This design comes from an exercise in tuning for small area, a short achievable clock period and few clock cycles per item on the open sky130 flow, not from production work.
Where RTL was checked, it was by simulation tests only, not by an equivalence proof against the original.
No functional check of the RTL was part of runs 2 to 7.
Power figures rest on the tool's default switching activity, not on a simulated workload.

File: design.v
`timescale 1ns/1ns
`default_nettype none
module frame_memory (
  input  logic                                 clock,
  input  logic [16-1:0]               wr_col_n,
  input  logic [8-1:0]               wr_row_n,
  input  logic [6-1:0]               wr_data,
  input  logic [16-1:0]               rd_sel,
  output logic [8*6-1:0]   rd_column
);
  localparam int COL_W = 8 * 6;
  logic [16*COL_W-1:0] storage;
  for (genvar a = 0; a < 16 * 8; a++) begin : g_word
    always_ff @(posedge clock) begin
      if (!wr_col_n[a / 8] && !wr_row_n[a % 8]) begin
        storage[a*6 +: 6] <= wr_data;
      end
    end
  end
  always_comb begin
    rd_column = '0;
    for (int c = 0; c < 16; c++) begin
      rd_column = rd_column | (storage[c*COL_W +: COL_W] & {COL_W{rd_sel[c]}});
    end
  end
endmodule
`default_nettype wire
`timescale 1ns/1ns
`default_nettype none
module pixel_loader (
  input  logic                     clock,
  input  logic                     pix_write,
  input  logic [4-1:0]     pix_col,
  input  logic [3-1:0]     pix_row,
  input  logic [3*8-1:0] pix_rgb,
  output logic [16-1:0]   wr_col_n,
  output logic [8-1:0]   wr_row_n,
  output logic [6-1:0]   wr_data
);
  logic [8-1:0] grey;
  assign grey = (pix_rgb[23:16] >> 2) + (pix_rgb[15:8] >> 1) + (pix_rgb[7:0] >> 2);
  always_ff @(posedge clock) begin
    for (int c = 0; c < 16; c++) wr_col_n[c] <= !(pix_write && pix_col == 4'(c));
    for (int r = 0; r < 8; r++) wr_row_n[r] <= !(pix_row == 3'(r));
    wr_data <= grey[8-1:2];
  end
endmodule
`default_nettype wire
`timescale 1ns/1ns
`default_nettype none
module column_fetch (
  input  logic                     clock,
  input  logic                     reset,
  input  logic                     start,
  input  logic                     wr_col0,
  output logic                     busy,
  output logic [16-1:0]   rd_sel,
  output logic                     first_col,
  output logic                     mask_valid,
  output logic [4-1:0]     mask_col,
  output logic                     done
);
  localparam int N = 16;
  logic [N+2:0] sel;
  logic first_d;
  logic last_d;
  logic held_last;
  logic due;
  logic due_d;
  logic held_due;
  assign due = busy && |sel[N:1];
  assign rd_sel    = sel[N-1:0];
  assign first_col = first_d;
  always_ff @(posedge clock) begin
    if (reset) begin
      first_d    <= 1'b1;
      last_d     <= 1'b0;
      held_last  <= 1'b0;
      due_d      <= 1'b0;
      held_due   <= 1'b0;
    end else begin
      due_d      <= due;
      held_due   <= due_d;
      first_d    <= sel[0];
      last_d     <= sel[N];
      held_last  <= last_d;
    end
  end
  always_ff @(posedge clock) begin
    if (reset) begin
      busy       <= 1'b0;
      sel        <= (N+3)'(1);
      mask_valid <= 1'b0;
      done       <= 1'b0;
    end else if (!busy) begin
      mask_valid <= 1'b0;
      done       <= 1'b0;
      if (start) begin
        busy <= 1'b1;
        if (!wr_col0) sel <= sel << 1;
      end
    end else begin
      mask_valid <= held_due;
      done       <= held_due && held_last;
      if (held_due && held_last) busy <= 1'b0;
      sel <= sel[N+2] ? (N+3)'(1) : sel << 1;
    end
  end
  always_ff @(posedge clock) begin
    mask_col <= mask_valid ? mask_col + 1'b1 : '0;
  end
endmodule
`default_nettype wire
`timescale 1ns/1ns
`default_nettype none
module blur_mask_stage (
  input  logic                               clock,
  input  logic [8*6-1:0] column,
  input  logic                               first_col,
  output logic [8-1:0]             mask_bits
);
  localparam int SW = 6;
  localparam logic [5:0] SAT = 6'(32 + 1);
  logic [8*SW-1:0] column_q;
  logic [5:0] side      [8];
  logic [6:0] fold      [8];
  logic [5:0] part_sat  [8];
  logic [SW-1:0] q [8+2];
  logic [5:0] side_next [8];
  logic [1:0] extra [8];
  logic [7:0] part [8];
  logic [6:0] total [8];
  always_comb begin
    q[0] = '0;
    q[8+1] = '0;
    for (int r = 0; r < 8; r++) q[r+1] = column_q[r*SW +: SW];
    for (int r = 0; r < 8; r++) begin
      side_next[r] = 6'(q[r] >> 2) + 6'(q[r+1] >> 1) + 6'(q[r+2] >> 2);
      extra[r]     = 2'(q[r][1]) + 2'(q[r+1][0]) + 2'(q[r+2][1]);
      part[r]      = 8'(fold[r]) + 8'({side[r], 1'b0});
      total[r]     = 7'(part_sat[r]) + 7'(side[r]);
    end
  end
  always_ff @(posedge clock) begin
    column_q <= column;
    for (int r = 0; r < 8; r++) begin
      side[r]      <= side_next[r];
      fold[r]      <= 7'(first_col ? 6'd0 : side[r]) + 7'(extra[r]);
      part_sat[r]  <= (part[r] >= 8'(SAT)) ? SAT : part[r][5:0];
      mask_bits[r] <= (total[r] >= 7'(SAT));
    end
  end
endmodule
`default_nettype wire
`timescale 1ns/1ns
`default_nettype none
module blur_mask_top (
  input  logic                     clock,
  input  logic                     reset,
  input  logic                     pix_write,
  input  logic [4-1:0]     pix_col,
  input  logic [3-1:0]     pix_row,
  input  logic [3*8-1:0] pix_rgb,
  input  logic                     start,
  output logic                     busy,
  output logic                     mask_valid,
  output logic [4-1:0]     mask_col,
  output logic [8-1:0]   mask_bits,
  output logic                     done
);
  logic [16-1:0]              wr_col_n;
  logic [8-1:0]              wr_row_n;
  logic [6-1:0]              wr_data;
  logic [16-1:0]              rd_sel;
  logic                                first_col;
  logic [8*6-1:0]  column;
  pixel_loader loader_i (
    .clock     (clock),
    .pix_write (pix_write),
    .pix_col   (pix_col),
    .pix_row   (pix_row),
    .pix_rgb   (pix_rgb),
    .wr_col_n (wr_col_n),
    .wr_row_n (wr_row_n),
    .wr_data    (wr_data)
  );
  frame_memory memory_i (
    .clock     (clock),
    .wr_col_n (wr_col_n),
    .wr_row_n (wr_row_n),
    .wr_data   (wr_data),
    .rd_sel    (rd_sel),
    .rd_column (column)
  );
  column_fetch fetch_i (
    .clock      (clock),
    .reset      (reset),
    .start      (start),
    .wr_col0    (!wr_col_n[0]),
    .busy       (busy),
    .rd_sel     (rd_sel),
    .first_col  (first_col),
    .mask_valid (mask_valid),
    .mask_col   (mask_col),
    .done       (done)
  );
  blur_mask_stage stage_i (
    .clock     (clock),
    .column    (column),
    .first_col (first_col),
    .mask_bits (mask_bits)
  );
endmodule
`default_nettype wire
File: run.sh
#!/bin/bash
# synth_recipe.tcl (not shown) runs the flow's synth.tcl, then flattens the netlist and writes it again
# the make line also repeats each setting of config.mk as NAME=value (left out here)
make -C /OpenROAD-flow-scripts/flow DESIGN_CONFIG=/design/flow/config.mk WORK_HOME=/design/flow/orfs CLKGATE_MAP_FILE= SYNTH_SCRIPT=/design/flow/synth_recipe.tcl finish
File: config.mk
export PLATFORM = sky130hd
export DESIGN_NAME = blur_mask_top
export DESIGN_NICKNAME = blur_mask_top
export VERILOG_FILES = /design/flow/design.v
export SDC_FILE = /design/flow/constraint.sdc
export NUM_CORES = 4
export LEC_CHECK = 0
export CAP_MARGIN = 20
export CORE_MARGIN = 2
export CORE_UTILIZATION = 65
export CTS_CLUSTER_DIAMETER = 100
export CTS_CLUSTER_SIZE = 30
export SETUP_SLACK_MARGIN = 3.7
export SLEW_MARGIN = 20
File: constraint.sdc
create_clock -name core_clock -period 6.0 [get_ports {clock}]
set_input_delay 1.2000 -clock core_clock [delete_from_list [all_inputs] [get_ports {clock}]]
set_output_delay 1.2000 -clock core_clock [all_outputs]
set_load 0.01 [all_outputs]
==> results by group, run 1 <==
Logic synthesis
  • Synth Register Bits: 1,037
  • Syn_nets: 2,969
  • Register area share after synthesis: 69.7%
  • Most frequent cell after synthesis: edfxtp_1
  • Mean post-synth cell area: 15.0 um^2
  • Post-synth top cells: edfxtp_1 (768), dfxtp_1 (269), nor2_1 (216)
  • Ranking of synthesized cells by area: edfxtp_1 (57%), dfxtp_1 (13%), ha_1 (4.6%), a221oi_1 (4.1%), a22o_1 (4.1%)
  • Asr flop ratio synth: 0%
  • Primary FF master, synth: edfxtp_1
  • Top cell type's share of synthesized area: 56.5%
  • Synthesized area: 40,800 um^2
  • Post-synth EDFFs: 768
  • Post-synthesis cell type count: 55
  • Synth warn: 12
  • Area leader, netlist: edfxtp_1
  • Cells after synthesis: 2,717

Setup path
  • Worst setup EP type: primary output
  • Crit-path max cell delay: 360 ps
  • Worst Path Arrival: 1090 ps
  • Crit path kind: reg2out
  • Critical Path, Cell by Cell: buf_6
  • Required time of the critical path: 4800 ps
  • Slowest-stage cell, CP: dfxtp_4
  • Crit path max fanout: 2
  • Bufs and invs on worst path: 1
  • Worst setup SP type: flip-flop
  • Crit-path leading delay family: flip-flops

Floorplanning
  • DIE AREA: 64,800 um^2
  • Starting Density: 65.9%
  • Number of primary I/O pins: 50
  • Die W: 255 um
  • CORE AREA: 61,900 um^2
  • Die height: 255 um
  • Row cnt: 91

Placed design
  • Placed cell count: 3,476
  • # port buffers: 44
  • Placer Congestion: 0.823
  • Post-DP HPWL: 58,300 um

Timing
  • Max-slew violations: 0
  • Final setup viols: 0
  • RSZ-0062 raised after global routing: true
  • Min Hold Slack: 430 ps
  • Final min period: 2290 ps
  • Hold Fails Final Rpt: 0
  • Least-Margin Pin Slew: 1110 ps
  • Slew HR: 25.9%
  • Setup TNS: 0 ps
  • Crit share post-route: 38.2%
  • Clock Skew: 22.7 ps
  • Max Clk Rate: 436 MHz

CTS
  • CTS Root Buffer Type: clkbuf_16
  • CTS tree: yes
  • Clk sinks: 1,037
  • Num CTS Buffers: 41
  • CTS max path bufs: 3
  • H-tree Lvls: 2
  • CTS clk-pin slew, worst paths: 110 ps
  • Clock latency (worst-skew pair): 620 ps

GRT
  • Pin count of the biggest net entering global routing: 99
  • Antenna violations before repair: 2
  • First-pass GRT wire length: 141,000 um
  • Vias in the first global route: 22,900
  • GRT overflow: 0
  • Gr usage total: 29.8%

Run
  • Max_cap viols: 0

Route
  • Iteration-0 DRC Markers: 2,588
  • Antenna Violating Nets Remaining: 0
  • Drt wl/cell: 26.7 um
  • Vias per cell: 6.60
  • Residual DRC: 0
  • Via count: 23,500
  • Post-Route WL: 95,200 um
  • Detailed-router iteration count before antenna repair: 5

Power and ir drop
  • Leakage: 0.0149 uW
  • Worst VDD drop: 531 uV
  • Final Total Pwr: 16,100 uW
  • P per Cell Area: 371 nW/um^2

Finish
  • Layout overhead on the synthesized area: 6.61%
  • Fillcell total: 4,193
  • Nets: 2,945
  • Layout cells sized above 1: 6.75%
  • Layout Cells excl Fill: 3,563
  • Fin util: 70.2%
  • Ant diodes: 0

Outcome
  • Status: complete, no violations

Min path
  • Hold Crit Class: reg2reg
[layout make-up]
type                       count  area, um^2  share of cell area, %
timing repair buffer          77         691                   1.59
inverter                      97         364                  0.837
clock buffer                  70        1190                   2.73
tap                          837        1050                   2.41
multi-input combinational   1439       11600                   26.7
sequential                  1037       28500                   65.5
clock inverter                 6        86.3                  0.198
[cells by family after synthesis]
kind of cell | synth area share (%)
flip-flops | 69.7
AO/OA/AOI/OAI | 11.3
AND/OR/NAND/NOR | 6.51
buffers and inverters | 2.23
adder cells (fa/ha/maj) | 7.90
XOR/XNOR | 2.30
multiplexers | 0.0981
[through the flow]
step	worst slack (ps)	instance area, um^2
after floorplan	3320	40800
after detailed placement	2740	42000
after CTS	3650	43400
after global routing	3670	43500
after global placement	2750	42000
final	3710	43500
[routing by layer]
| layer | part of all wire (%) | vias to the layer above | track usage, % |
|---|---|---|---|
| met5 | 0 | - | 0 |
| met4 | 2.7 | 0 | 8.05 |
| met3 | 11 | 141 | 6.33 |
| met2 | 47 | 1150 | 47.7 |
| met1 | 39 | 11800 | 42.0 |
| li1 | - | 10400 | - |
[placed cells by master (no fill, tap or decap), drive strengths merged, types with 4 or more instances in the layout]
cell type      instances
a211oi                17
nor2                 216
and3                   4
or2                    6
and4                   4
o21bai                17
o21a                   4
nor4                  14
buf                   51
xnor2                 69
nand4                 57
o21ai                 31
mux2i                  4
nand2b                18
a21o                  31
fa                    68
dfxtp                269
clkbuf                73
nand2                 50
nor2b                 36
nand3b                 4
xor2                  38
inv                  100
ha                   149
clkdlybuf4s50         13
dlygate4sd2            4
a21oi                 63
or3                   10
edfxtp               768
a221oi               192
nor3                  35
a221o                  9
a22o                 192
nor3b                 14
nand3                 54
[flip-flops by register name, indices dropped and copies added, names as in the netlist]
name	cells
stage_i.side	48
fetch_i.sel	19
stage_i.mask_bits	8
loader_i.wr_row_n	8
fetch_i.done	1
fetch_i.mask_col	4
fetch_i.first_d	1
loader_i.wr_col_n	16
fetch_i.busy	1
stage_i.part_sat	48
fetch_i.held_last	1
loader_i.wr_data	6
fetch_i.last_d	1
fetch_i.mask_valid	1
fetch_i.held_due	1
stage_i.fold	56
memory_i.storage	768
fetch_i.due_d	1
stage_i.column_q	48
[path summary, 6_finish.rpt]
| check | from | endpoint | slack (ps) | cells past startpoint |
|---|---|---|---|---|
| max | fetch_i.busy | busy | 3710 | 1 |
| min | fetch_i.held_last | fetch_i.done | 430 | 2 |
| max reg2reg | fetch_i.first_d | stage_i.fold[5][4] | 3780 | 8 |
| min reg2reg | fetch_i.held_last | fetch_i.done | 430 | 2 |
[where the power goes]
part,internal (uW),total [uW],switching [uW]
Sequential,8700,9310,603
Clock,1440,3530,2090
Combinational,1410,3280,1870
Total,11600,16100,4570
[repair_timing]
action / CTS / global route
setup buffers: 9 / 1
setup endpoints to repair: 44 / 46
pin swaps: 15 / 14
hold buffers: 0 / 0
gates resized for setup: 112 / 47
cloned: 1 / 0
Testbench counts, summed over its fixed seeds: cycles 7,056, frames 48.
==> run 2: changes to the inputs <==
--- a/design.v
+++ b/design.v
@@ -106,8 +106,10 @@
       sel <= sel[N+2] ? (N+3)'(1) : sel << 1;
     end
   end
-  always_ff @(posedge clock) begin
-    mask_col <= mask_valid ? mask_col + 1'b1 : '0;
+  logic showing;
+  always_ff @(posedge clock) begin
+    showing  <= !reset && held_due;
+    mask_col <= showing ? mask_col + 1'b1 : '0;
   end
 endmodule
 `default_nettype wire
--- a/config.mk
+++ b/config.mk
@@ -12,3 +12,4 @@
 export CTS_CLUSTER_SIZE = 30
 export SETUP_SLACK_MARGIN = 3.7
 export SLEW_MARGIN = 20
+export TNS_END_PERCENT = 10
==> results by group, run 2 <==
Power and ir drop
  • Final Total Pwr: 16,000 uW (-0.77%)
  • Internal power: 11,500 uW (-0.61%)
  • Net Sw Frac: 28.2% (-0.12 points)
  • Clk pwr share: 21.3% (-0.6 points)
  • Combinational power share: 20.7% (+0.3 points)
  • Worst VDD drop: 453 uV (-15%)
  • Reg power frac: 58.0% (+0.3 points)
  • Leakage: 0.0148 uW (-0.54%)
  • P per Cell Area: 370 nW/um^2 (-0.21%)
  • Net Sw Power: 4510 uW (-1.2%)

Finish
  • Most common cell after layout, fill and taps aside: edfxtp_1
  • Layout cells sized above 1: 6.02% (-0.73 points)
  • Flip-flop count of the largest register after layout: 768 (unchanged)
  • Most flop-heavy register: memory_i.storage
  • Nets: 2,947 (+0.068%)
  • Largest registers: memory_i.storage: 768 flops, stage_i.fold: 56 flops
  • Layout overhead on the synthesized area: 6.03%
  • Ant diodes: 0 (unchanged)
  • Most frequent cells in the layout: edfxtp_1 (768), dfxtp_1 (240), nor2_1 (227), a22o_1 (192), a221oi_1 (192)
  • Fillcell total: 4,196 (+0.072%)

Timing
  • Setup TNS: 0 ps (unchanged)
  • Min Hold Slack: 433 ps (+3.58 ps)
  • Hold Fails Final Rpt: 0 (unchanged)
  • Final setup viols: 0 (unchanged)
  • Crit share post-route: 39.7% (+1.5 points)
  • Max-slew violations: 0 (unchanged)
  • RSZ-0062 raised after global routing: true
  • Final min period: 2380 ps (+89.2 ps)
  • Clock Skew: 34.3 ps (+11.6 ps)
  • Least-Margin Pin Slew: 1090 ps (-22.9 ps)
  • Slew HR: 27.5% (+1.5 points)
  • Max Clk Rate: 420 MHz (-3.7%)

Setup path
  • Crit path kind: in2reg
  • Worst setup EP type: flip-flop
  • Crit path max fanout: 6 (+4)
  • FF-to-FF setup slack: 3720 ps (-60 ps)
  • Worst setup SP type: input pin
  • Worst Path Arrival: 2870 ps (+1780 ps)
  • Required time of the critical path: 6490 ps (+1690 ps)

Logic synthesis
  • Ranking of synthesized cells by area: edfxtp_1 (57%), dfxtp_1 (13%), ha_1 (4.6%), a221oi_1 (4.1%), a22o_1 (4.1%)
  • Simple-gate area share of the yosys netlist: 6.22% (-0.28 points)
  • Synth warn: 12 (unchanged)
  • Synthesized area: 40,800 um^2 (about the same)
  • Synth Area in Compound Gates: 11.6% (+0.34 points)
  • Syn_nets: 2,971 (+0.067%)
  • Register area share after synthesis: 69.8% (about the same)
  • Most frequent cell after synthesis: edfxtp_1
  • Mean post-synth cell area: 15.0 um^2 (about the same)
  • Area leader, netlist: edfxtp_1
  • Synth Register Bits: 1,038 (+0.096%)
  • Primary FF master, synth: edfxtp_1
  • Cells after synthesis: 2,719 (+0.074%)
  • Post-synthesis cell type count: 55 (unchanged)
  • Main combinational cell family by area after synthesis: compound AO/OA/AOI/OAI gates
  • Post-synth top cells: edfxtp_1 (768), dfxtp_1 (270), nor2_1 (227)
  • Adder-Cell Fraction of Synth Area: 7.90% (about the same)
  • Multiplexer share of the synthesized area: 0.0491% (-0.049 points)
  • Top cell type's share of synthesized area: 56.5% (about the same)
  • Synth Area in XOR/XNOR: 2.19% (-0.11 points)
  • Asr flop ratio synth: 0% (unchanged)
  • Post-synth EDFFs: 768 (unchanged)

Route
  • Antenna Violating Nets Remaining: 0 (unchanged)
  • Via count: 23,300 (-0.96%)
  • Iteration-0 DRC Markers: 2,465 (-4.8%)
  • Post-Route WL: 91,800 um (-3.5%)
  • Residual DRC: 0 (unchanged)
  • Detailed-router iteration count before antenna repair: 6 (+1)
  • Drt wl/cell: 25.8 um (-3.5%)
  • Vias per cell: 6.53 (-0.96%)

Placed design
  • Post-DP HPWL: 57,300 um (-1.8%)
  • # port buffers: 44 (unchanged)
  • Placer Congestion: 0.846 (+2.8%)

GRT
  • First-pass GRT wire length: 137,000 um (-3.1%)
  • GRT overflow: 0 (unchanged)
  • Pin count of the biggest net entering global routing: 113 (+14%)
  • Antenna violations before repair: 2 (unchanged)
  • Vias in the first global route: 22,700 (-0.90%)
  • Gr usage total: 28.7% (-1.0 points)

Floorplanning
  • CORE AREA: 61,900 um^2 (unchanged)
  • Die W: 255 um (about the same)
  • Starting Density: 65.9% (about the same)
  • Number of primary I/O pins: 50 (unchanged)
  • DIE AREA: 64,800 um^2 (about the same)
  • Die height: 255 um (about the same)
  • Row cnt: 91 (unchanged)

CTS
  • Hold Buf Count CTS: 0 (unchanged)
  • CTS clk-pin slew, worst paths: 110 ps (about the same)
  • CTS max path bufs: 3 (unchanged)
  • Clk sinks: 1,038 (+0.096%)
  • CTS tree: yes
  • Clock latency (worst-skew pair): 630 ps (about the same)
  • H-tree Lvls: 2 (unchanged)
  • CTS Root Buffer Type: clkbuf_16
  • Num CTS Buffers: 40 (-2.4%)

Outcome
  • Status: complete, no violations

Min path
  • Hold Crit Class: reg2reg

Run
  • Max_cap viols: 0 (unchanged)
run 2: power groups by stage:
stage	Combinational, uW	Clock (uW)	Sequential (uW)
3_3_place_gp	3150	0	9420
3_5_place_dp	3300	0	9450
2_1_floorplan	2300	0	9420
6_report	3320	3410	9270
5_1_grt	3740	3660	9350
4_1_cts	3320	3450	9280
run 2: stage by stage:
| stage | utilization, % | cells | area, um^2 | setup WS [ps] |
|---|---|---|---|---|
| floorplan | - | 2719 | 40800 | 3320 |
| global placement | 67.8 | 3481 | 42000 | 2790 |
| detailed placement | 67.8 | 3481 | 42000 | 2720 |
| CTS | 69.8 | 3562 | 43300 | 3600 |
| global route | 69.9 | 3563 | 43300 | 3590 |
| finish | 69.9 | 3563 | 43300 | 3620 |
run 2: timing repair:
action / 4_1_cts / 5_1_grt
endpoints found under the setup margin: 46 / 38
gates resized for setup: 88 / 20
cloned: 0 / 0
buffers inserted: 8 / 1
pin swaps: 11 / 9
run 2: layer usage:
metal / wire [um] / share of wire (%) / GRT usage, % / up-vias
met2: 43200 / 47 / 46.2 / 1069
met3: 9370 / 10 / 6.34 / 157
met5: 11 / 0.012 / 0 / -
li1: - / - / - / 10400
met4: 2610 / 2.8 / 8.02 / 2
met1: 36600 / 40 / 40.1 / 11700
run 2: worst paths after layout:
check	cells after the start	endpoint	start
max reg2reg	8	stage_i.fold[4][4]	fetch_i.first_d
min	2	fetch_i.done	fetch_i.held_last
max	8	loader_i.wr_data[4]	pix_rgb[7]
min reg2reg	2	fetch_i.done	fetch_i.held_last
run 2: cells by family (layout without fill, tap and decap cells):
group / Yosys count / after routing
flip-flops: 1038 / 1038
multiplexers: 2 / 2
buffers and inverters: 244 / 251
AO/OA/AOI/OAI: 589 / 589
adder cells (fa/ha/maj): 217 / 217
XOR/XNOR: 102 / 102
AND/OR/NAND/NOR: 527 / 527
run 2: layout make-up:
class	count	area (um^2)	share of cell area, %
well taps	837	1050	2.42
clock buffers	70	1160	2.67
clock inverters	3	30.0	0.0694
flip-flops and latches	1038	28500	65.9
multi-input cells	1437	11500	26.6
inverters	101	379	0.876
repair buffers	77	628	1.45
run 2: critical path: stages:
cell	delay (ps)
clkdlybuf4s50_1	430
fa_1	430
ha_1	330
inv_2	70
nand3_1	90
a21oi_1	40
a41oi_1	190
nand3_1	90
==> run 3: changes to the inputs <==
--- a/config.mk
+++ b/config.mk
@@ -12,4 +12,3 @@
 export CTS_CLUSTER_SIZE = 30
 export SETUP_SLACK_MARGIN = 3.7
 export SLEW_MARGIN = 20
-export TNS_END_PERCENT = 10
==> results by group, run 3 <==
Outcome
  • Status: complete, no violations

Min path
  • Hold Crit Class: reg2reg
  • Hold Path Depth: 2 (unchanged)
  • Hold Crit Endpoint: fetch_i.done
  • Hold_sp: fetch_i.held_last

Logic synthesis
  • Primary FF master, synth: edfxtp_1
  • Top cell type's share of synthesized area: 56.5% (unchanged)
  • Most frequent cell after synthesis: edfxtp_1
  • Post-synthesis cell type count: 55 (unchanged)
  • Mean post-synth cell area: 15.0 um^2 (unchanged)
  • Synthesized area: 40,800 um^2 (unchanged)
  • Area leader, netlist: edfxtp_1
  • Synth Register Bits: 1,038 (unchanged)
  • Post-synth top cells: edfxtp_1 (768), dfxtp_1 (270), nor2_1 (227)
  • Post-synth EDFFs: 768 (unchanged)
  • Syn_nets: 2,971 (unchanged)
  • Register area share after synthesis: 69.8% (unchanged)
  • Synth warn: 12 (unchanged)
  • Ranking of synthesized cells by area: edfxtp_1 (57%), dfxtp_1 (13%), ha_1 (4.6%), a221oi_1 (4.1%), a22o_1 (4.1%)
  • Asr flop ratio synth: 0% (unchanged)
  • Cells after synthesis: 2,719 (unchanged)

Setup path
  • FF-to-FF setup slack: 3780 ps (+60 ps)
  • Critical Path, Cell by Cell: clkdlybuf4s50_1, fa_1, ha_4, o21ai_1, nand2b_1, a21oi_2, o21bai_1
  • Crit-path max cell delay: 470 ps (+40 ps)
  • R2R depth: 7 (-1)
  • Worst setup SP type: input pin
  • Crit path max fanout: 4 (-2)
  • R2r endpoint: stage_i.part_sat[4][4]
  • Required time of the critical path: 6500 ps (about the same)
  • CP Launch Point: pix_rgb[13]
  • Launching point of the worst reg2reg path: stage_i.side[4][0]
  • Slowest-stage cell, CP: clkdlybuf4s50_1
  • Worst setup EP type: flip-flop
  • Crit path kind: in2reg
  • Worst Path Arrival: 2820 ps (-50 ps)

CTS
  • CTS clk-pin slew, worst paths: 110 ps (about the same)
  • CTS max path bufs: 3 (unchanged)
  • Hold Buf Count CTS: 0 (unchanged)
  • Num CTS Buffers: 40 (unchanged)
  • Clock latency (worst-skew pair): 630 ps (about the same)
  • CTS tree: yes
  • H-tree Lvls: 2 (unchanged)
  • Clk sinks: 1,038 (unchanged)
  • CTS Root Buffer Type: clkbuf_16

Power and ir drop
  • Leakage: 0.0149 uW (+0.26%)
  • P per Cell Area: 370 nW/um^2 (about the same)
  • Worst VDD drop: 451 uV (-0.61%)

Route
  • Post-Route WL: 92,300 um (+0.48%)
  • Iteration-0 DRC Markers: 2,479 (+0.57%)
  • Antenna Violating Nets Remaining: 0 (unchanged)
  • Detailed-router iteration count before antenna repair: 5 (-1)
  • Drt wl/cell: 25.9 um (+0.34%)
  • Vias per cell: 6.54 (+0.13%)
  • Via count: 23,300 (+0.27%)
  • Residual DRC: 0 (unchanged)

Floorplanning
  • DIE AREA: 64,800 um^2 (unchanged)
  • Die W: 255 um (unchanged)
  • Die height: 255 um (unchanged)
  • Row cnt: 91 (unchanged)
  • Number of primary I/O pins: 50 (unchanged)
  • CORE AREA: 61,900 um^2 (unchanged)
  • Starting Density: 65.9% (unchanged)

GRT
  • GRT overflow: 0 (unchanged)
  • Vias in the first global route: 22,700 (+0.093%)
  • Gr usage total: 28.8% (+0.043 points)
  • Antenna violations before repair: 2 (unchanged)
  • Pin count of the biggest net entering global routing: 113 (unchanged)
  • First-pass GRT wire length: 137,000 um (+0.12%)

Finish
  • Layout overhead on the synthesized area: 6.31%
  • Largest registers: memory_i.storage: 768 flops, stage_i.fold: 56 flops
  • Nets: 2,950 (+0.10%)
  • Most frequent cells in the layout: edfxtp_1 (768), dfxtp_1 (233), nor2_1 (227), a22o_1 (192), a221oi_1 (192)
  • Most flop-heavy register: memory_i.storage
  • Flip-flop count of the largest register after layout: 768 (unchanged)
  • Fin util: 70.0% (+0.19 points)
  • Most common cell after layout, fill and taps aside: edfxtp_1
  • Layout cells sized above 1: 6.78% (+0.76 points)

Timing
  • RSZ-0062 raised after global routing: true
  • Final min period: 2320 ps (-58.8 ps)
  • Least-Margin Pin Slew: 1090 ps (+6.97 ps)
  • Setup TNS: 0 ps (unchanged)
  • Crit share post-route: 38.7% (-0.98 points)
  • Max-slew violations: 0 (unchanged)
  • Slew HR: 27.0% (-0.47 points)
  • Min Hold Slack: 438 ps (+4.43 ps)
  • Clock Skew: 33.9 ps (-0.353 ps)
  • Hold Fails Final Rpt: 0 (unchanged)
  • Max Clk Rate: 431 MHz (+2.5%)
  • Final setup viols: 0 (unchanged)

Placed design
  • Post-DP HPWL: 57,300 um (unchanged)
  • Placer Congestion: 0.846 (unchanged)
  • # port buffers: 44 (unchanged)

Run
  • Max_cap viols: 0 (unchanged)
-- run 3: cell counts after synthesis --
Identical to the previous run, type by type.
-- run 3: kinds of logic after synthesis --
kind of cell	Yosys count	share of synthesized area, %
XOR/XNOR	102	2.19
AO/OA/AOI/OAI	589	11.6
adder cells (fa/ha/maj)	217	7.90
buffers and inverters	244	2.26
flip-flops	1038	69.8
multiplexers	2	0.0491
AND/OR/NAND/NOR	527	6.22
-- run 3: layer usage --
| layer | vias to the layer above | global-route usage (%) | share of wire (%) |
|---|---|---|---|
| met2 | 1072 | 46.3 | 47 |
| met3 | 144 | 6.33 | 9.8 |
| li1 | 10400 | - | - |
| met4 | 0 | 8.02 | 2.5 |
| met1 | 11700 | 40.1 | 40 |
| met5 | - | 0 | 0 |
-- run 3: where the power goes --
part / total [uW] / switching (uW) / internal [uW]
Clock: 3420 / 2070 / 1350
Sequential: 9280 / 559 / 8720
Combinational: 3350 / 1910 / 1430
-- run 3: per-stage QoR --
| step | power, uW | instances | instance area, um^2 | worst slack [ps] |
|---|---|---|---|---|
| 6_report | 16000 | 3568 | 43400 | 3680 |
| 5_1_grt | 16800 | 3566 | 43400 | 3630 |
| 4_1_cts | 16000 | 3564 | 43300 | 3640 |
| 3_5_place_dp | 12700 | 3481 | 42000 | 2720 |
| 3_3_place_gp | 12600 | 3481 | 42000 | 2790 |
| 2_1_floorplan | 11700 | 2719 | 40800 | 3320 |
-- run 3: how the worst max path moves through the flow --
stage,end
6_report,loader_i.wr_data[5]
5_1_grt,loader_i.wr_data[5]
4_1_cts,busy
3_5_place_dp,loader_i.wr_data[5]
3_3_place_gp,loader_i.wr_data[5]
2_1_floorplan,loader_i.wr_data[5]
-- run 3: worst max-delay path: cells and delay by family --
family                   cells  cell delay, ps
AO/OA/AOI/OAI                3             310
buffers and inverters        1             470
AND/OR/NAND/NOR              1             120
adder cells (fa/ha/maj)      2             720
-- run 3: final cells by class --
class | instances | area, um^2
inverters | 101 | 379
diodes | 2 | 5.00
multi-input cells | 1437 | 11500
fillers | 4160 | 18600
clock buffers | 70 | 1160
well taps | 837 | 1050
repair buffers | 80 | 686
flip-flops and latches | 1038 | 28500
clock inverters | 3 | 30.0
-- run 3: what timing repair did --
item	CTS	global route
setup endpoints to repair	46	36
gates resized for setup	119	30
endpoints found under the hold margin	0	0
setup buffers	10	2
pin swaps	13	14
==> run 4: changes to the inputs <==
--- a/design.v
+++ b/design.v
@@ -37,13 +37,22 @@
   output logic [8-1:0]   wr_row_n,
   output logic [6-1:0]   wr_data
 );
-  logic [8-1:0] grey;
-  assign grey = (pix_rgb[23:16] >> 2) + (pix_rgb[15:8] >> 1) + (pix_rgb[7:0] >> 2);
+  logic [3:0] low;
+  logic [3:0] red_hi;
+  logic [4:0] green_hi;
+  logic [3:0] blue_hi;
+  logic [1:0] carry;
+  assign low = 4'(pix_rgb[19:18]) + 4'(pix_rgb[10:9]) + 4'(pix_rgb[3:2]);
   always_ff @(posedge clock) begin
     for (int c = 0; c < 16; c++) wr_col_n[c] <= !(pix_write && pix_col == 4'(c));
     for (int r = 0; r < 8; r++) wr_row_n[r] <= !(pix_row == 3'(r));
-    wr_data <= grey[8-1:2];
-  end
+    red_hi   <= pix_rgb[23:20];
+    green_hi <= pix_rgb[15:11];
+    blue_hi  <= pix_rgb[7:4];
+    carry    <= low[3:2];
+  end
+  assign wr_data = 6'(red_hi) + 6'(green_hi) + 6'(blue_hi)
+                 + 6'(carry);
 endmodule
 `default_nettype wire
 `timescale 1ns/1ns
@@ -106,10 +115,8 @@
       sel <= sel[N+2] ? (N+3)'(1) : sel << 1;
     end
   end
-  logic showing;
-  always_ff @(posedge clock) begin
-    showing  <= !reset && held_due;
-    mask_col <= showing ? mask_col + 1'b1 : '0;
+  always_ff @(posedge clock) begin
+    mask_col <= mask_valid ? mask_col + 1'b1 : '0;
   end
 endmodule
 `default_nettype wire
--- a/config.mk
+++ b/config.mk
@@ -10,5 +10,5 @@
 export CORE_UTILIZATION = 65
 export CTS_CLUSTER_DIAMETER = 100
 export CTS_CLUSTER_SIZE = 30
-export SETUP_SLACK_MARGIN = 3.7
+export SETUP_SLACK_MARGIN = 4.0
 export SLEW_MARGIN = 20
==> results by group, run 4 <==
CTS
  • CTS Root Buffer Type: clkbuf_16
  • H-tree Lvls: 2 (unchanged)
  • Clock latency (worst-skew pair): 640 ps (about the same)
  • Hold Buf Count CTS: 0 (unchanged)
  • CTS tree: yes
  • Num CTS Buffers: 41 (+2.5%)
  • Clk sinks: 1,046 (+0.77%)
  • CTS max path bufs: 3 (unchanged)
  • CTS clk-pin slew, worst paths: 110 ps (about the same)

GRT
  • GRT overflow: 0 (unchanged)
  • Pin count of the biggest net entering global routing: 66 (-42%)
  • First-pass GRT wire length: 153,000 um (+12%)
  • Antenna violations before repair: 4 (+2)
  • Vias in the first global route: 23,900 (+5.1%)
  • Gr usage total: 32.6% (+3.9 points)

Route
  • Detailed-router iteration count before antenna repair: 7 (+2)
  • Vias per cell: 6.61 (+1.0%)
  • Antenna Violating Nets Remaining: 0 (unchanged)
  • Post-Route WL: 110,000 um (+19%)
  • Residual DRC: 0 (unchanged)
  • Drt wl/cell: 29.0 um (+12%)
  • Via count: 25,000 (+7.1%)
  • Iteration-0 DRC Markers: 2,892 (+17%)

Logic synthesis
  • Primary FF master, synth: edfxtp_1
  • Mean post-synth cell area: 15.0 um^2 (+0.20%)
  • Register area share after synthesis: 69.9% (+0.097 points)
  • Syn_nets: 2,982 (+0.37%)
  • Post-synth top cells: edfxtp_1 (768), dfxtp_1 (278), nor2_1 (236)
  • Post-synthesis cell type count: 54 (-1.8%)
  • Synth Register Bits: 1,046 (+0.77%)
  • Cells after synthesis: 2,725 (+0.22%)
  • Synthesized area: 41,000 um^2 (+0.42%)
  • Area leader, netlist: edfxtp_1
  • Asr flop ratio synth: 0% (unchanged)
  • Ranking of synthesized cells by area: edfxtp_1 (56%), dfxtp_1 (14%), ha_1 (4.7%), a221oi_1 (4.1%), a22o_1 (4.1%)
  • Post-synth EDFFs: 768 (unchanged)
  • Synth warn: 12 (unchanged)
  • Top cell type's share of synthesized area: 56.3% (-0.24 points)
  • Most frequent cell after synthesis: edfxtp_1

Floorplanning
  • Die height: 255 um (+0.21%)
  • Starting Density: 65.3% (-0.56 points)
  • Row cnt: 92 (+1.1%)
  • Number of primary I/O pins: 50 (unchanged)
  • Die W: 255 um (+0.21%)
  • DIE AREA: 65,100 um^2 (+0.42%)
  • CORE AREA: 62,700 um^2 (+1.3%)

Power and ir drop
  • Worst VDD drop: 568 uV (+26%)
  • P per Cell Area: 428 nW/um^2 (+16%)
  • Leakage: 0.0169 uW (+14%)

Placed design
  • Placer Congestion: 0.826 (-2.4%)
  • # port buffers: 44 (unchanged)
  • Pre-CTS setup slack: 2060 ps (-658 ps)
  • Post-DP HPWL: 58,400 um (+1.9%)

Min path
  • Hold Path Depth: 1 (-1)
  • Hold Crit Class: reg2reg
  • Hold_sp: stage_i.fold[1][0]
  • Hold Crit Endpoint: stage_i.part_sat[1][0]

Timing
  • Setup TNS: 0 ps (unchanged)
  • Least-Margin Pin Slew: 1000 ps (-92.3 ps)
  • Max-slew violations: 0 (unchanged)
  • RSZ-0062 raised after global routing: true
  • Crit share post-route: 52.1% (+13 points)
  • Final min period: 3130 ps (+804 ps)
  • Hold Fails Final Rpt: 0 (unchanged)
  • Final setup viols: 0 (unchanged)
  • Final Worst Setup Slack: 2870 ps (-804 ps)
  • Max Clk Rate: 320 MHz (-26%)
  • Clock Skew: 34.8 ps (+0.898 ps)
  • Slew HR: 33.2% (+6.2 points)

Finish
  • Most common cell after layout, fill and taps aside: edfxtp_1
  • Most frequent cells in the layout: edfxtp_1 (768), nor2_1 (233), dfxtp_1 (201), a22o_1 (192), a221oi_1 (186)
  • Fillcell total: 3,677 (-12%)
  • Largest registers: memory_i.storage: 768 flops, stage_i.fold: 56 flops
  • Layout cells sized above 1: 19.4% (+13 points)
  • Most flop-heavy register: memory_i.storage
  • Layout overhead on the synthesized area: 17.7%
  • Nets: 3,162 (+7.2%)
  • Flip-flop count of the largest register after layout: 768 (unchanged)

Setup path
  • Crit path max fanout: 25 (+21)
  • R2R depth: 11 (+4)
  • Crit-path leading delay family: adder cells
  • Worst setup EP type: flip-flop
  • Crit path kind: reg2reg
  • Critical Path, Cell by Cell: fa_1, fa_1, ha_4, inv_2, fa_2, inv_2, a21o_1, a21oi_4, xnor2_4, buf_12, buf_16
  • FF-to-FF setup slack: 2870 ps (-910 ps)
  • Bufs and invs on worst path: 4 (+3)
  • Worst setup SP type: flip-flop
  • Worst Path Arrival: 3500 ps (+680 ps)
  • Slowest-stage cell, CP: fa_1
  • R2r endpoint: memory_i.storage[359]
  • Required time of the critical path: 6370 ps (-130 ps)
  • Crit-path max cell delay: 570 ps (+100 ps)
  • Launching point of the worst reg2reg path: loader_i.green_hi[1]

Run
  • Max_cap viols: 0 (unchanged)

Outcome
  • Status: complete, no violations
==> run 4: changes by cell type in the layout (fill, tap and decap cells not counted), moves of 23 or more <==
cell	change
a21oi_1	-24
buf_12	+44
buf_16	+40
buf_4	+23
buf_6	+54
dfxtp_1	-32
dfxtp_2	+25
fa_1	-26
fa_2	+27
ha_1	-23
==> run 4: power breakdown <==
part	total, uW	internal (uW)	switching (uW)
Sequential	9450	9030	426
Combinational	7650	3940	3710
Clock	3530	1380	2140
==> run 4: per-stage QoR <==
step	cells	instance area, um^2	hold WS (ps)	total power (uW)	util [%]
5_1_grt	3783	48200	462	21300	76.9
4_1_cts	3709	46400	439	19400	74.0
2_1_floorplan	2725	41000	410	12300	-
6_report	3784	48200	448	20600	76.9
3_5_place_dp	3499	42300	425	13400	67.4
3_3_place_gp	3499	42300	418	13200	67.4
==> run 4: worst register-to-register path, cell delays in order (launching register included) <==
cell	delay (ps)
dfxtp_2	340
fa_1	500
fa_1	570
ha_4	160
inv_2	40
fa_2	370
inv_2	60
a21o_1	160
a21oi_4	90
xnor2_4	210
buf_12	200
buf_16	160
==> run 4: layer usage <==
metal | global-route usage, % | routed length (um) | up-vias
li1 | - | - | 10800
met1 | 44.0 | 39700 | 12500
met2 | 54.0 | 53300 | 1472
met3 | 6.15 | 12000 | 244
met4 | 11.1 | 4490 | 6
met5 | 0 | 36 | -
==> run 4: layout make-up <==
| class | count | area, um^2 | share of cell area [%] |
|---|---|---|---|
| Multi-Input combinational cell | 1441 | 12600 | 26.1 |
| Clock inverter | 5 | 50.0 | 0.104 |
| Clock buffer | 70 | 1180 | 2.44 |
| Timing Repair Buffer | 267 | 4060 | 8.42 |
| Sequential cell | 1046 | 28800 | 59.7 |
| Antenna cell | 1 | 2.50 | 0.00519 |
| Timing Repair inverter | 6 | 111 | 0.231 |
| Tap cell | 846 | 1060 | 2.19 |
| Inverter | 102 | 409 | 0.848 |
==> run 4: worst max-delay path by stage <==
stage | start | to | cells after the start
2_1_floorplan | loader_i.carry[1] | memory_i.storage[101] | 9
3_3_place_gp | loader_i.carry[1] | memory_i.storage[251] | 10
3_5_place_dp | loader_i.carry[1] | memory_i.storage[251] | 10
4_1_cts | loader_i.carry[1] | memory_i.storage[299] | 11
5_1_grt | loader_i.green_hi[1] | memory_i.storage[521] | 11
6_report | loader_i.green_hi[1] | memory_i.storage[359] | 11
==> run 4: repair_timing <==
| item | in CTS | in global routing |
|---|---|---|
| cloned | 47 | 22 |
| endpoints found under the setup margin | 844 | 793 |
| pin swaps | 46 | 85 |
| resized for setup | 324 | 244 |
| hold endpoints to repair | 0 | 0 |
| setup buffers | 88 | 52 |
==> run 4: cells by family (layout without fill, tap and decap cells) <==
| logic type | count (synthesis) | after routing | synth area share (%) |
|---|---|---|---|
| fa+ha+maj | 222 | 222 | 8.04 |
| simple gates | 526 | 526 | 6.10 |
| buf+inv | 244 | 450 | 2.25 |
| mux | 1 | 1 | 0.0244 |
| compound gates | 583 | 583 | 11.5 |
| other cells | 0 | 1 | 0 |
| flops | 1046 | 1046 | 69.9 |
| xor+xnor | 103 | 109 | 2.20 |
==> run 5: changes to the inputs <==
--- a/design.v
+++ b/design.v
@@ -37,22 +37,13 @@
   output logic [8-1:0]   wr_row_n,
   output logic [6-1:0]   wr_data
 );
-  logic [3:0] low;
-  logic [3:0] red_hi;
-  logic [4:0] green_hi;
-  logic [3:0] blue_hi;
-  logic [1:0] carry;
-  assign low = 4'(pix_rgb[19:18]) + 4'(pix_rgb[10:9]) + 4'(pix_rgb[3:2]);
+  logic [8-1:0] grey;
+  assign grey = (pix_rgb[23:16] >> 2) + (pix_rgb[15:8] >> 1) + (pix_rgb[7:0] >> 2);
   always_ff @(posedge clock) begin
     for (int c = 0; c < 16; c++) wr_col_n[c] <= !(pix_write && pix_col == 4'(c));
     for (int r = 0; r < 8; r++) wr_row_n[r] <= !(pix_row == 3'(r));
-    red_hi   <= pix_rgb[23:20];
-    green_hi <= pix_rgb[15:11];
-    blue_hi  <= pix_rgb[7:4];
-    carry    <= low[3:2];
-  end
-  assign wr_data = 6'(red_hi) + 6'(green_hi) + 6'(blue_hi)
-                 + 6'(carry);
+    wr_data <= grey[8-1:2];
+  end
 endmodule
 `default_nettype wire
 `timescale 1ns/1ns
@@ -133,12 +124,11 @@
   logic [8*SW-1:0] column_q;
   logic [5:0] side      [8];
   logic [6:0] fold      [8];
-  logic [5:0] part_sat  [8];
+  logic [5:0] need      [8];
   logic [SW-1:0] q [8+2];
   logic [5:0] side_next [8];
   logic [1:0] extra [8];
-  logic [7:0] part [8];
-  logic [6:0] total [8];
+  logic [8:0] short [8];
   always_comb begin
     q[0] = '0;
     q[8+1] = '0;
@@ -146,8 +136,7 @@
     for (int r = 0; r < 8; r++) begin
       side_next[r] = 6'(q[r] >> 2) + 6'(q[r+1] >> 1) + 6'(q[r+2] >> 2);
       extra[r]     = 2'(q[r][1]) + 2'(q[r+1][0]) + 2'(q[r+2][1]);
-      part[r]      = 8'(fold[r]) + 8'({side[r], 1'b0});
-      total[r]     = 7'(part_sat[r]) + 7'(side[r]);
+      short[r]     = 9'(SAT + 2) + {2'b11, ~fold[r]} + {2'b11, ~side[r], 1'b1};
     end
   end
   always_ff @(posedge clock) begin
@@ -155,8 +144,8 @@
     for (int r = 0; r < 8; r++) begin
       side[r]      <= side_next[r];
       fold[r]      <= 7'(first_col ? 6'd0 : side[r]) + 7'(extra[r]);
-      part_sat[r]  <= (part[r] >= 8'(SAT)) ? SAT : part[r][5:0];
-      mask_bits[r] <= (total[r] >= 7'(SAT));
+      need[r]      <= short[r][8] ? 6'd0 : short[r][5:0];
+      mask_bits[r] <= (side[r] >= need[r]);
     end
   end
 endmodule
--- a/config.mk
+++ b/config.mk
@@ -7,8 +7,8 @@
 export LEC_CHECK = 0
 export CAP_MARGIN = 20
 export CORE_MARGIN = 2
-export CORE_UTILIZATION = 65
+export CORE_UTILIZATION = 40
 export CTS_CLUSTER_DIAMETER = 100
 export CTS_CLUSTER_SIZE = 30
-export SETUP_SLACK_MARGIN = 4.0
+export SETUP_SLACK_MARGIN = 3.7
 export SLEW_MARGIN = 20
==> results by group, run 5 <==
Setup path
  • Crit path max fanout: 4 (-84%)
  • Slowest-stage cell, CP: fa_2
  • Worst Path Arrival: 2880 ps (-620 ps)
  • Crit-path leading delay family: adder cells
  • Crit-path max cell delay: 410 ps (-160 ps)
  • Worst setup EP type: flip-flop
  • Bufs and invs on worst path: 2 (-2)
  • Critical Path, Cell by Cell: dlygate4sd2_1, fa_2, ha_4, buf_4, nor2b_1, a31oi_1, o311a_1, o311ai_2
  • Worst setup SP type: input pin
  • Required time of the critical path: 6530 ps (+160 ps)
  • Crit path kind: in2reg

Finish
  • Fillcell total: 8,932 (+140%)
  • Flip-flop count of the largest register after layout: 768 (unchanged)
  • Largest registers: memory_i.storage: 768 flops, stage_i.fold: 56 flops
  • Most common cell after layout, fill and taps aside: edfxtp_1
  • Layout overhead on the synthesized area: 8.01%
  • Layout cells sized above 1: 7.21% (-12 points)
  • Most frequent cells in the layout: edfxtp_1 (768), inv_1 (237), dfxtp_1 (231), nor2_1 (211)
  • Ant diodes: 0 (-1)
  • Most flop-heavy register: memory_i.storage
  • Nets: 2,997 (-5.2%)
  • Design area: 43,900 um^2 (-9.0%)

CTS
  • H-tree Lvls: 2 (unchanged)
  • Hold Buf Count CTS: 0 (unchanged)
  • CTS tree: yes
  • CTS Root Buffer Type: clkbuf_16
  • CTS clk-pin slew, worst paths: 110 ps (about the same)
  • Clk sinks: 1,037 (-0.86%)
  • Num CTS Buffers: 42 (+2.4%)
  • CTS max path bufs: 3 (unchanged)
  • Clock latency (worst-skew pair): 640 ps (about the same)

GRT
  • Vias in the first global route: 22,800 (-4.6%)
  • Gr usage total: 18.4% (-14 points)
  • Pin count of the biggest net entering global routing: 93 (+41%)
  • First-pass GRT wire length: 143,000 um (-6.0%)
  • Antenna violations before repair: 1 (-3)
  • GRT overflow: 0 (unchanged)

Route
  • Drt wl/cell: 23.4 um (-19%)
  • Vias per cell: 5.50 (-17%)
  • Iteration-0 DRC Markers: 1,965 (-32%)
  • Via count: 22,600 (-9.7%)
  • Antenna Violating Nets Remaining: 0 (unchanged)
  • Detailed-router iteration count before antenna repair: 7 (unchanged)
  • Residual DRC: 0 (unchanged)
  • Post-Route WL: 96,100 um (-12%)

Floorplanning
  • DIE AREA: 104,000 um^2 (+60%)
  • Die height: 323 um (+27%)
  • Die W: 323 um (+27%)
  • CORE AREA: 100,000 um^2 (+60%)
  • Starting Density: 40.5% (-25 points)
  • Row cnt: 116 (+26%)
  • Number of primary I/O pins: 50 (unchanged)

Logic synthesis
  • Ranking of synthesized cells by area: edfxtp_1 (57%), dfxtp_1 (13%), ha_1 (5.8%), a221oi_1 (4.1%), a22o_1 (4.1%)
  • Synthesized area: 40,700 um^2 (-0.78%)
  • Asr flop ratio synth: 0% (unchanged)
  • Most frequent cell after synthesis: edfxtp_1
  • Syn_nets: 3,008 (+0.87%)
  • Area leader, netlist: edfxtp_1
  • Post-synth top cells: edfxtp_1 (768), dfxtp_1 (269), inv_1 (238)
  • Top cell type's share of synthesized area: 56.7% (+0.44 points)
  • Synth Register Bits: 1,037 (-0.86%)
  • Synth warn: 11 (-1)
  • Primary FF master, synth: edfxtp_1
  • Cells after synthesis: 2,724 (-0.037%)
  • Register area share after synthesis: 70.0% (+0.11 points)
  • Mean post-synth cell area: 14.9 um^2 (-0.74%)
  • Post-synth EDFFs: 768 (unchanged)
  • Post-synthesis cell type count: 43 (-20%)

Timing
  • Final Worst Setup Slack: 3650 ps (+775 ps)
  • Final setup viols: 0 (unchanged)
  • Clock Skew: 38.2 ps (+3.40 ps)
  • Crit share post-route: 39.2% (-13 points)
  • Setup TNS: 0 ps (unchanged)
  • Hold Fails Final Rpt: 0 (unchanged)
  • Max-slew violations: 0 (unchanged)
  • RSZ-0062 raised after global routing: true
  • Final min period: 2350 ps (-775 ps)
  • Slew HR: 21.0% (-12 points)
  • Max Clk Rate: 425 MHz (+33%)
  • Least-Margin Pin Slew: 1180 ps (+182 ps)

Power and ir drop
  • Worst VDD drop: 230 uV (-60%)
  • Leakage: 0.0151 uW (-11%)
  • P per Cell Area: 359 nW/um^2 (-16%)

Min path
  • Hold Crit Class: reg2reg

Placed design
  • # port buffers: 44 (unchanged)
  • Pre-CTS setup slack: 2700 ps (+634 ps)
  • Post-DP HPWL: 59,300 um (+1.6%)
  • Cell area after placement: 42,300 um^2 (about the same)
  • Placer Congestion: 0.821 (-0.63%)

Outcome
  • Status: complete, no violations

Run
  • Max_cap viols: 0 (unchanged)
run 5: metal layers:
layer	part of all wire, %	routed length, um	track usage [%]	vias up
met5	0	0	0	-
met4	2.2	2080	4.40	0
met3	7.8	7530	2.65	115
met2	47	45500	30.4	815
met1	43	40900	25.6	11500
li1	-	-	-	10100
run 5: what timing repair did:
| item | in CTS | in global routing |
|---|---|---|
| setup endpoints to repair | 43 | 24 |
| resized for setup | 129 | 36 |
| pin swaps | 14 | 19 |
| setup buffers | 16 | 2 |
run 5: metrics by stage:
| stage | hold WS (ps) | power, uW | util (%) | cells |
|---|---|---|---|---|
| 2_1_floorplan | 368 | 11200 | - | 2724 |
| 3_3_place_gp | 372 | 12100 | 42.1 | 4008 |
| 3_5_place_dp | 375 | 12300 | 42.1 | 4008 |
| 4_1_cts | 391 | 15900 | 43.6 | 4102 |
| 5_1_grt | 406 | 16700 | 43.7 | 4104 |
| 6_report | 388 | 15800 | 43.7 | 4104 |
run 5: worst paths after layout:
kind	startpoint	slack, ps	cells past startpoint	end
setup reg to reg	stage_i.column_q[7]	3770	9	stage_i.side[1][5]
setup / recovery	pix_rgb[23]	3650	8	loader_i.wr_data[4]
hold / removal	stage_i.fold[6][0]	390	1	stage_i.need[6][0]
hold reg to reg	stage_i.fold[6][0]	390	1	stage_i.need[6][0]
run 5: worst register-to-register path, stage by stage (launching register included):
cell and delay, ps:
dfxtp_1 570, inv_1 170, fa_1 400, inv_1 70
ha_1 160, inv_1 60, fa_1 460, nor2b_1 110
o21ai_0 80, nand2b_1 80
run 5: power breakdown:
group	leakage (uW)	internal [uW]	total (uW)	switching [uW]
registers	0.00913	8700	9280	575
clock network	0.000632	1460	3630	2170
logic	0.00535	1200	2870	1670
total	0.0151	11400	15800	4420
run 5: cell type report:
class | count | area, um^2 | area share, %
flip-flops and latches | 1037 | 28500 | 64.9
multi-input cells | 1308 | 10700 | 24.4
well taps | 1357 | 1700 | 3.87
clock buffers | 70 | 1220 | 2.78
inverters | 238 | 893 | 2.03
repair buffers | 86 | 747 | 1.70
clock inverters | 8 | 110 | 0.251
run 5: cell families (layout without fill, tap and decap cells):
kind of cell	after synthesis	in the layout	share of synthesized area [%]
AND/OR/NAND/NOR	463	463	5.35
flip-flops	1037	1037	70.0
adder cells (fa/ha/maj)	249	249	8.77
AO/OA/AOI/OAI	536	536	10.6
XOR/XNOR	60	60	1.29
buffers and inverters	379	402	4.03
==> run 6: changes to the inputs <==
--- a/design.v
+++ b/design.v
@@ -86,28 +86,31 @@
       held_last  <= last_d;
     end
   end
+  logic step;
+  assign step = busy || (start && !wr_col0);
+  always_ff @(posedge clock) begin
+    sel[0] <= reset || (busy ? sel[N+2] : !step);
+    for (int i = 1; i <= N + 2; i++) sel[i] <= !reset && step && sel[i-1];
+  end
   always_ff @(posedge clock) begin
     if (reset) begin
       busy       <= 1'b0;
-      sel        <= (N+3)'(1);
       mask_valid <= 1'b0;
       done       <= 1'b0;
     end else if (!busy) begin
       mask_valid <= 1'b0;
       done       <= 1'b0;
-      if (start) begin
-        busy <= 1'b1;
-        if (!wr_col0) sel <= sel << 1;
-      end
+      if (start) busy <= 1'b1;
     end else begin
       mask_valid <= held_due;
       done       <= held_due && held_last;
       if (held_due && held_last) busy <= 1'b0;
-      sel <= sel[N+2] ? (N+3)'(1) : sel << 1;
-    end
-  end
-  always_ff @(posedge clock) begin
-    mask_col <= mask_valid ? mask_col + 1'b1 : '0;
+    end
+  end
+  logic showing;
+  always_ff @(posedge clock) begin
+    showing  <= !reset && held_due;
+    mask_col <= showing ? mask_col + 1'b1 : '0;
   end
 endmodule
 `default_nettype wire
@@ -125,6 +128,7 @@
   logic [5:0] side      [8];
   logic [6:0] fold      [8];
   logic [5:0] need      [8];
+  logic       passed    [8];
   logic [SW-1:0] q [8+2];
   logic [5:0] side_next [8];
   logic [1:0] extra [8];
@@ -144,8 +148,9 @@
     for (int r = 0; r < 8; r++) begin
       side[r]      <= side_next[r];
       fold[r]      <= 7'(first_col ? 6'd0 : side[r]) + 7'(extra[r]);
-      need[r]      <= short[r][8] ? 6'd0 : short[r][5:0];
-      mask_bits[r] <= (side[r] >= need[r]);
+      need[r]      <= short[r][5:0];
+      passed[r]    <= short[r][8];
+      mask_bits[r] <= passed[r] || (side[r] >= need[r]);
     end
   end
 endmodule
--- a/config.mk
+++ b/config.mk
@@ -7,7 +7,7 @@
 export LEC_CHECK = 0
 export CAP_MARGIN = 20
 export CORE_MARGIN = 2
-export CORE_UTILIZATION = 40
+export CORE_UTILIZATION = 65
 export CTS_CLUSTER_DIAMETER = 100
 export CTS_CLUSTER_SIZE = 30
 export SETUP_SLACK_MARGIN = 3.7
==> results by group, run 6 <==
Logic synthesis
  • Cells after synthesis: 2,637 (-3.2%)
  • Ranking of synthesized cells by area: edfxtp_1 (57%), dfxtp_1 (14%), ha_1 (5.9%), a221oi_1 (4.2%), a22o_1 (4.2%)
  • Asr flop ratio synth: 0% (unchanged)
  • Primary FF master, synth: edfxtp_1
  • Post-synthesis cell type count: 43 (unchanged)
  • Mean post-synth cell area: 15.3 um^2 (+2.6%)
  • Synth Register Bits: 1,046 (+0.87%)
  • Syn_nets: 2,921 (-2.9%)
  • Most frequent cell after synthesis: edfxtp_1
  • Top cell type's share of synthesized area: 57.1% (+0.41 points)
  • Synthesized area: 40,400 um^2 (-0.72%)
  • Area leader, netlist: edfxtp_1
  • Synth warn: 12 (+1)
  • Register area share after synthesis: 70.9% (+0.95 points)
  • Post-synth top cells: edfxtp_1 (768), dfxtp_1 (278), inv_1 (238)
  • Post-synth EDFFs: 768 (unchanged)

Route
  • Post-Route WL: 90,300 um (-6.0%)
  • Drt wl/cell: 25.8 um (+10%)
  • Vias per cell: 6.34 (+15%)
  • Antenna Violating Nets Remaining: 0 (unchanged)
  • Detailed-router iteration count before antenna repair: 5 (-2)
  • Via count: 22,200 (-1.8%)
  • Iteration-0 DRC Markers: 2,626 (+34%)
  • Residual DRC: 0 (unchanged)

GRT
  • GRT overflow: 0 (unchanged)
  • Gr usage total: 28.6% (+10 points)
  • Antenna violations before repair: 1 (unchanged)
  • Pin count of the biggest net entering global routing: 105 (+13%)
  • First-pass GRT wire length: 134,000 um (-6.8%)
  • Vias in the first global route: 21,700 (-4.7%)

Timing
  • Max-slew violations: 0 (unchanged)
  • Setup TNS: 0 ps (unchanged)
  • Final min period: 2360 ps (+7.16 ps)
  • Hold Fails Final Rpt: 0 (unchanged)
  • Clock Skew: 25.4 ps (-12.8 ps)
  • RSZ-0062 raised after global routing: true
  • Least-Margin Pin Slew: 1150 ps (-31.1 ps)
  • Max Clk Rate: 424 MHz (-0.30%)
  • Final Worst Setup Slack: 3640 ps (-7.16 ps)
  • Crit share post-route: 39.3% (+0.12 points)
  • Slew HR: 23.2% (+2.2 points)
  • Final setup viols: 0 (unchanged)
  • Min Hold Slack: 366 ps (-22.2 ps)

Finish
  • Most frequent cells in the layout: edfxtp_1 (768), dfxtp_1 (246), inv_1 (236), a22o_1 (192), a221oi_1 (192)
  • Flip-flop count of the largest register after layout: 768 (unchanged)
  • Fin util: 69.7% (+26 points)
  • Fillcell total: 4,050 (-55%)
  • Layout cells sized above 1: 6.43% (-0.78 points)
  • Largest registers: memory_i.storage: 768 flops, stage_i.fold: 56 flops
  • Layout overhead on the synthesized area: 6.39%
  • Most flop-heavy register: memory_i.storage
  • Most common cell after layout, fill and taps aside: edfxtp_1
  • Nets: 2,912 (-2.8%)
  • Ant diodes: 0 (unchanged)

Setup path
  • Worst setup EP type: flip-flop
  • Worst Path Arrival: 2850 ps (-30 ps)
  • Crit path max fanout: 4 (unchanged)
  • Required time of the critical path: 6500 ps (-30 ps)
  • Crit path kind: in2reg
  • Worst setup SP type: input pin

Power and ir drop
  • P per Cell Area: 357 nW/um^2 (-0.69%)
  • Worst VDD drop: 330 uV (+43%)
  • Leakage: 0.0151 uW (about the same)

Placed design
  • Post-DP HPWL: 55,600 um (-6.2%)
  • Placer Congestion: 0.837 (+2.0%)
  • # port buffers: 44 (unchanged)
  • Pre-CTS setup slack: 2690 ps (-5.80 ps)

Run
  • Max_cap viols: 0 (unchanged)

Floorplanning
  • DIE AREA: 64,100 um^2 (-38%)
  • Number of primary I/O pins: 50 (unchanged)
  • Starting Density: 65.5% (+25 points)
  • Row cnt: 91 (-22%)
  • Die W: 253 um (-22%)
  • Die height: 253 um (-22%)
  • CORE AREA: 61,600 um^2 (-39%)

CTS
  • CTS Root Buffer Type: clkbuf_16
  • CTS clk-pin slew, worst paths: 110 ps (about the same)
  • Clk sinks: 1,046 (+0.87%)
  • Hold Buf Count CTS: 0 (unchanged)
  • CTS max path bufs: 3 (unchanged)
  • CTS tree: yes
  • H-tree Lvls: 2 (unchanged)
  • Clock latency (worst-skew pair): 620 ps (-20 ps)
  • Num CTS Buffers: 41 (-2.4%)

Min path
  • Hold Crit Class: reg2reg

Outcome
  • Status: complete, no violations
==> run 6: metrics by stage <==
stage	instances	power [uW]	instance area [um^2]
3_3_place_gp	3404	11900	41500
5_1_grt	3496	16100	42900
4_1_cts	3492	15400	42800
6_report	3496	15300	42900
2_1_floorplan	2637	11100	40400
3_5_place_dp	3404	12000	41500
==> run 6: final cells by class <==
class                           instances  area [um^2]  share of cell area [%]
Clock buffer                           68         1130                    2.62
Multi-Input combinational cell       1218        10400                    24.3
Timing Repair Buffer                   83          679                    1.58
Inverter                              238          897                    2.09
Tap cell                              837         1050                    2.44
Clock inverter                          6         62.6                   0.146
Sequential cell                      1046        28700                    66.8
==> run 6: worst max-delay path: stages <==
cell and delay [ps]:
clkdlybuf4s15_1 190, fa_2 380, ha_4 320, clkinvlp_4 130, and3_4 180, a2111oi_4 320, o311ai_2 140
==> run 6: cells by family (layout without fill, tap and decap cells) <==
logic type / count (synthesis) / count (layout) / synth area share [%]
fa+ha+maj: 249 / 249 / 8.83
simple gates: 397 / 397 / 4.80
xor+xnor: 71 / 71 / 1.54
buf+inv: 373 / 395 / 3.63
compound gates: 501 / 501 / 10.3
flops: 1046 / 1046 / 70.9
==> run 6: what timing repair did <==
action | 4_1_cts | 5_1_grt
setup endpoints to repair | 42 | 37
pin swaps | 19 | 12
buffers inserted | 14 | 4
resized for setup | 119 | 29
==> run 6: worst paths after layout <==
path	startpoint	endpoint	slack, ps	cells after the start
max	pix_rgb[14]	loader_i.wr_data[4]	3640	7
min	stage_i.fold[0][0]	stage_i.need[0][0]	370	1
max reg2reg	fetch_i.sel[14]	stage_i.column_q[10]	3730	4
min reg2reg	stage_i.fold[0][0]	stage_i.need[0][0]	370	1
==> run 6: routing by layer <==
| metal | track usage, % | vias to the layer above | wire length, um | share of wire (%) |
|---|---|---|---|---|
| li1 | - | 9847 | - | - |
| met1 | 40.0 | 11200 | 36100 | 40 |
| met2 | 46.0 | 990 | 42700 | 47 |
| met3 | 5.73 | 142 | 8790 | 9.7 |
| met4 | 8.28 | 0 | 2690 | 3.0 |
| met5 | 0 | - | 0 | 0 |
==> run 6: power breakdown <==
group	internal [uW]	leakage, uW	switching, uW
sequential	8800	0.00921	500
clock	1330	0.000564	2080
combinational	1110	0.00535	1510
total	11200	0.0151	4080
==> run 7: changes to the inputs <==
--- a/design.v
+++ b/design.v
@@ -38,11 +38,19 @@
   output logic [6-1:0]   wr_data
 );
   logic [8-1:0] grey;
+  logic                   wr_valid;
+  logic [4-1:0]   wr_col;
+  logic [3-1:0]   wr_row;
   assign grey = (pix_rgb[23:16] >> 2) + (pix_rgb[15:8] >> 1) + (pix_rgb[7:0] >> 2);
   always_ff @(posedge clock) begin
-    for (int c = 0; c < 16; c++) wr_col_n[c] <= !(pix_write && pix_col == 4'(c));
-    for (int r = 0; r < 8; r++) wr_row_n[r] <= !(pix_row == 3'(r));
-    wr_data <= grey[8-1:2];
+    wr_valid <= pix_write;
+    wr_col   <= pix_col;
+    wr_row   <= pix_row;
+    wr_data  <= grey[8-1:2];
+  end
+  always_comb begin
+    for (int c = 0; c < 16; c++) wr_col_n[c] = !(wr_valid && wr_col == 4'(c));
+    for (int r = 0; r < 8; r++) wr_row_n[r] = !(wr_row == 3'(r));
   end
 endmodule
 `default_nettype wire
==> results by group, run 7 <==
Outcome
  • Status: complete, no violations

Setup path
  • Worst setup EP type: flip-flop
  • Crit path kind: in2reg
  • Crit path max fanout: 2 (-2)
  • FF-to-FF setup slack: 3550 ps (-180 ps)

Placed design
  • Placer Congestion: 0.845 (+0.98%)
  • # port buffers: 44 (unchanged)
  • Post-DP HPWL: 55,800 um (+0.23%)

GRT
  • First-pass GRT wire length: 133,000 um (-0.21%)
  • GRT overflow: 0 (unchanged)
  • Pin count of the biggest net entering global routing: 109 (+3.8%)
  • Gr usage total: 28.6% (about the same)

Route
  • Detailed-router iteration count before antenna repair: 6 (+1)
  • Residual DRC: 0 (unchanged)
  • Antenna Violating Nets Remaining: 0 (unchanged)

Finish
  • Ant diodes: 0 (unchanged)
  • Fillcell total: 3,979 (-1.8%)
  • Nets: 2,909 (-0.10%)
  • Most frequent cells in the layout: edfxtp_1 (768), inv_1 (237), dfxtp_1 (231), a221oi_1 (193), a22o_1 (192)
  • Largest registers: memory_i.storage: 768 flops, stage_i.fold: 56 flops
  • Flip-flop count of the largest register after layout: 768 (unchanged)
  • Storage cell area: 28,400 um^2 (-1.1%)
  • Most common cell after layout, fill and taps aside: edfxtp_1
  • Design area: 43,100 um^2 (+0.40%)
  • Most flop-heavy register: memory_i.storage

Timing
  • Max Clk Rate: 383 MHz (-9.7%)
  • Hold Fails Final Rpt: 0 (unchanged)
  • Crit share post-route: 43.5% (+4.2 points)
  • Clock Skew: 21.8 ps (-3.64 ps)
  • Final setup viols: 0 (unchanged)
  • Min Hold Slack: 367 ps (+1.58 ps)

Logic synthesis
  • Synth warn: 12 (unchanged)
  • Synth Register Bits: 1,030 (-1.5%)
  • Area leader, netlist: edfxtp_1
  • Most frequent cell after synthesis: edfxtp_1
  • Mean post-synth cell area: 15.3 um^2 (+0.20%)
  • Cells after synthesis: 2,604 (-1.3%)
  • Top cell type's share of synthesized area: 57.7% (+0.61 points)
  • Register area share after synthesis: 70.9% (about the same)

Power and ir drop
  • Leakage: 0.0151 uW (-0.39%)

Floorplanning
  • CORE AREA: 60,600 um^2 (-1.6%)
  • Die W: 252 um (-0.52%)
  • DIE AREA: 63,500 um^2 (-1.0%)
  • Starting Density: 65.9% (+0.40 points)

CTS
  • Clock latency (worst-skew pair): 620 ps (about the same)
  • CTS Root Buffer Type: clkbuf_16
  • H-tree Lvls: 2 (unchanged)
  • Num CTS Buffers: 40 (-2.4%)

Run
  • Max_cap viols: 0 (unchanged)
## run 7: changes by cell type in the layout (fill, tap and decap cells not counted), moves of 9 or more
cell and delta:
nor2_1 -127, nor2_2 +114, dfxtp_1 -15, nor2_4 +11, nand2_2 +10, nand2_1 -9
## run 7: what timing repair did
action	4_1_cts	5_1_grt
hold buffers	0	0
gates resized for setup	195	110
setup buffers	15	11
pin swaps	18	17
endpoints found under the hold margin	0	0
gates cloned	1	1
setup endpoints to repair	769	628
## run 7: cell families (layout without fill, tap and decap cells)
| group | Yosys count | in the layout | synth area share, % |
|---|---|---|---|
| flops | 1030 | 1030 | 70.9 |
| compound gates | 506 | 506 | 10.5 |
| simple gates | 396 | 396 | 4.84 |
| buf+inv | 354 | 406 | 3.40 |
| fa+ha+maj | 249 | 249 | 8.93 |
| xor+xnor | 69 | 69 | 1.51 |
## run 7: final timing paths
path,start,to,cells after the start
setup / recovery,pix_rgb[4],loader_i.wr_data[4],7
hold / removal,stage_i.fold[4][0],stage_i.need[4][0],1
setup reg to reg,loader_i.wr_col[3],memory_i.storage[535],3
hold reg to reg,stage_i.fold[4][0],stage_i.need[4][0],1
## run 7: power breakdown
| group | total (uW) | leakage, uW | internal, uW | switching [uW] |
|---|---|---|---|---|
| Clock | 3370 | 0.000553 | 1320 | 2050 |
| Sequential | 9200 | 0.00906 | 8680 | 521 |
| Combinational | 2600 | 0.00545 | 1110 | 1480 |
| Total | 15200 | 0.0151 | 11100 | 4050 |
## run 7: per-layer routing
layer | global-route usage [%] | part of all wire [%]
met5 | 0 | 0
met4 | 7.17 | 2.6
met3 | 4.38 | 9.1
met2 | 46.5 | 48
met1 | 41.1 | 41
## run 7: cell type report
cell class / instances / area share, %
clock buffers: 68 / 2.61
well taps: 782 / 2.27
multi-input cells: 1220 / 25.1
clock inverters: 5 / 0.102
flip-flops and latches: 1030 / 65.8
repair buffers: 95 / 2.01
inverters: 238 / 2.07
## run 7: critical path, cell delays in order
cell     delay [ps]
buf_6            90
fa_2            590
ha_4            200
and3_4          160
a221o_1         310
or4_1           520
nand3_1          90
## run 7: through the flow
stage / setup WS, ps / std cells
3_3_place_gp: 2490 / 3337
2_1_floorplan: 3020 / 2604
5_1_grt: 3350 / 3438
3_5_place_dp: 2470 / 3337
4_1_cts: 3370 / 3426
6_report: 3390 / 3438

re-timing with driven ports:
Ports are ideal in the flow. The routed layouts listed here were re-timed in OpenROAD.
Step 1 assumes that a clkbuf_16 drives the clock port and a buf_2 every other input.
Step 2 also shifts input and output timing later by t, the mid clock arrival at the registers, as if the neighbouring blocks saw the same clock.
Three values: no drivers, after step 1, after step 2; two values: the first two.
| run | shift t [ns] | slack for setup (ns) |
|---|---|---|
| run 1 | 0.671 | 3.708 / 3.644 / 3.101 |
| run 2 | 0.674 | 3.619 / 3.583 / 2.987 |
| run 3 | 0.675 | 3.678 / 3.619 / 3.043 |
| run 4 | 0.684 | 2.874 / 2.874 / 2.874 |
| run 5 | 0.688 | 3.649 / 3.616 / 3.010 |
| run 6 | 0.669 | 3.642 / 3.644 / 3.017 |
| run 7 | 0.682 | 3.387 / 3.422 / 2.740 |
After both steps every run listed still meets setup and hold.
